This design comes from an exercise in tuning for small area on the open sky130 flow, not from production work. The RTL was checked by simulation tests, not by an equivalence proof against the original design. Power is estimated from default activity; no workload was simulated. The clock port is modelled as an ideal driver; clocking choices that lean on that would not hold on a real chip.

## main
Design decode_top, start of the top module:
module decode_top (
    input  logic                          clk_i,
    input  logic                          reset_i,
    input  logic                          if_valid_i,
    input  logic [rv_pkg::XLEN-1:0]       if_pc_i,
    input  logic [rv_pkg::INST_WIDTH-1:0] if_instr_i,
    input  logic                          stall_i,
    input  logic                          wb_we_i,
    input  logic [rv_pkg::GPR_ADDR_W-1:0] wb_addr_i,
    input  logic [rv_pkg::XLEN-1:0]       wb_data_i,
    output logic                          id_ex_valid_o,
    output logic [rv_pkg::XLEN-1:0]       id_ex_pc_o,
    output logic [rv_pkg::GPR_ADDR_W-1:0] id_ex_rd_addr_o,
    output logic [rv_pkg::GPR_ADDR_W-1:0] id_ex_rs1_addr_o,
    output logic [rv_pkg::GPR_ADDR_W-1:0] id_ex_rs2_addr_o,
    output logic [rv_pkg::XLEN-1:0]       id_ex_rs1_val_o,
    output logic [rv_pkg::XLEN-1:0]       id_ex_rs2_val_o,
    output logic [rv_pkg::XLEN-1:0]       id_ex_imm_o,
    output logic                          id_ex_rs1_re_o,
    output logic                          id_ex_rs2_re_o,
    output logic                          id_ex_rd_we_o,
    output logic                          id_ex_mem_re_o,
    output logic                          id_ex_mem_we_o,
    output logic [5:0]                    id_ex_instr_id_o
);
    localparam int PW = rv_pkg::XLEN + rv_pkg::CLS_W + 25;
    logic [rv_pkg::CLS_W-1:0] f_cls;
    logic                     adv;
    logic                     if_v;
    logic [PW-1:0]            if_q, if_d;
    logic [rv_pkg::XLEN-1:0]  if_pc;
    logic [rv_pkg::CLS_W-1:0] if_cls;
    logic [31:7]              if_instr;
    logic [PW-1:0]            ex_q, ex_d;
    logic [rv_pkg::CLS_W-1:0] ex_cls;
    logic [31:7]              ex_instr;
    logic [rv_pkg::XLEN-1:0]  ex_rs1_val, ex_rs2_val;
    logic [rv_pkg::XLEN-1:0]  rs1_d, rs2_d;
    logic                     rs1_re, rs2_re;
    logic [rv_pkg::XLEN-1:0]    regs [1:31];
    logic [rv_pkg::XLEN-1:0]    regs_d [1:31];
    logic [31*rv_pkg::XLEN-1:0] regs_flat;
    logic [31:1]                wdec, ld, hold;
    assign adv = ~stall_i;
    id_stage u_id_stage (
        .opcode_i (if_instr_i[6:0]),
        .cls_o    (f_cls),
        .cls_i    (if_cls),
  ...
Size in the first run: ~1200 flip-flops, about 260 I/O pins, about 44000 sq um of cells after synthesis.
export LEC_CHECK = 0
export CAP_MARGIN = 10
export CORE_MARGIN = 2
export CORE_UTILIZATION = 50
export PLACE_DENSITY = 0.65
export SLEW_MARGIN = 10
export SYNTH_HIERARCHICAL = 1
export SYNTH_MINIMUM_KEEP_SIZE = 0
create_clock -name core_clock -period 5.0 [get_ports {clk_i}]
standard.sh (not shown) runs the stock make flow with config.mk's settings and CLKGATE_MAP_FILE= SYNTH_SCRIPT=/design/flow/synth_recipe.tcl, a recipe that flattens the netlist after the stock synthesis.
==> flow/flow/run.sh <==
#!/bin/bash
# The standard layout (standard.sh: the ORFS flow and synthesis, unchanged)
# with two changes made through ORFS's own variables:
#  - the port buffers are sky130_fd_sc_hd__buf_1 instead of the cell
#    buffer_ports picks by itself (still one buffer on every input and output);
#  - clock tree synthesis inserts no dummy loads, with larger sink clusters.
# Each ORFS step writes its full log under orfs/logs/; make's own output goes
# to flow_make.log in this folder.
set -euo pipefail
cd "$(dirname "$0")/.."
export BUFFER_PORTS_ARGS="-buffer_cell sky130_fd_sc_hd__buf_1"
export CTS_ARGS="-sink_clustering_enable -repair_clock_nets -sink_clustering_size 24 -sink_clustering_max_diameter 80 -buf_list {sky130_fd_sc_hd__clkbuf_8 sky130_fd_sc_hd__clkbuf_16} -dont_use_dummy_load"
bash standard.sh > flow_make.log 2>&1
Edits applied to the flow inputs when going from main to the feature branch:
diff --git a/flow/flow/run.sh b/flow/flow/run.sh
--- a/flow/flow/run.sh
+++ b/flow/flow/run.sh
@@ -12 +12 @@
-export CTS_ARGS="-sink_clustering_enable -repair_clock_nets -sink_clustering_size 24 -sink_clustering_max_diameter 80 -buf_list {sky130_fd_sc_hd__clkbuf_8 sky130_fd_sc_hd__clkbuf_16} -dont_use_dummy_load"
+export CTS_ARGS="-sink_clustering_enable -repair_clock_nets -sink_clustering_size 30 -sink_clustering_max_diameter 100 -buf_list {sky130_fd_sc_hd__clkbuf_8 sky130_fd_sc_hd__clkbuf_16} -dont_use_dummy_load"
Findings:
- Looking at slew at the pin closest to its max-slew limit, the feature branch sits 53 ps higher than main does.
- What main reported for clock buffer count from CTS has to be multiplied by 0.79 to get the figure for the feature branch.
- The feature branch vs main, power after layout went down by 510 uW.
- Clock-pin slew on the worst setup and hold paths on the feature branch is up relative to main.
- Taking main as the reference point, the area overhead of the layout relative to synthesis of the feature branch falls by 0.68 points.
- The met2 track utilization from global routing was comparable across the feature branch and main.
- Comparing the two runs side by side, the feature branch comes out behind main on setup slack after layout.
- Of the two values seen for slowest library cell on the worst path, a222oi_1 was produced by the feature branch and nand4_1 by main.
- Diff main -> the feature branch: number of antenna violations at the first check in global routing dropped 1; sequential share of layout area picked up an extra 0.29 points; clock buffer count in the final layout dropped about 20%; mean routed wirelength per cell was more or less identical.

[static timing again, ports no longer ideal]
In the flow no input, the clock included, has a driving cell. The finished layouts below were timed again as built, in two steps.
Step 1, drivers: a clkbuf_16 drives clk_i and a buf_2 each remaining input, both assumed.
Step 2, shift: input delay + t, output delay - t, t = (earliest + latest rising clock arrival at the registers) / 2. This alone moves slack from input paths to output paths.
Slacks: no drivers / after step 1 / after step 2; pairs: no drivers / after step 1.
run | t (ns) | setup WS [ns] | worst register clock-pin slew, ns | worst data-port slew with drivers (ns)
main | 0.718 | 0.977 / 1.020 / 0.302 | 0.10 / 0.10 | 0.11
the feature branch | 0.695 | 0.947 / 0.990 / 0.296 | 0.12 / 0.12 | 0.13
After both steps every run listed still meets setup and hold. For main, which loses most, drivers alone change the setup slack by +0.043 ns; drivers and shift together by -0.675 ns.
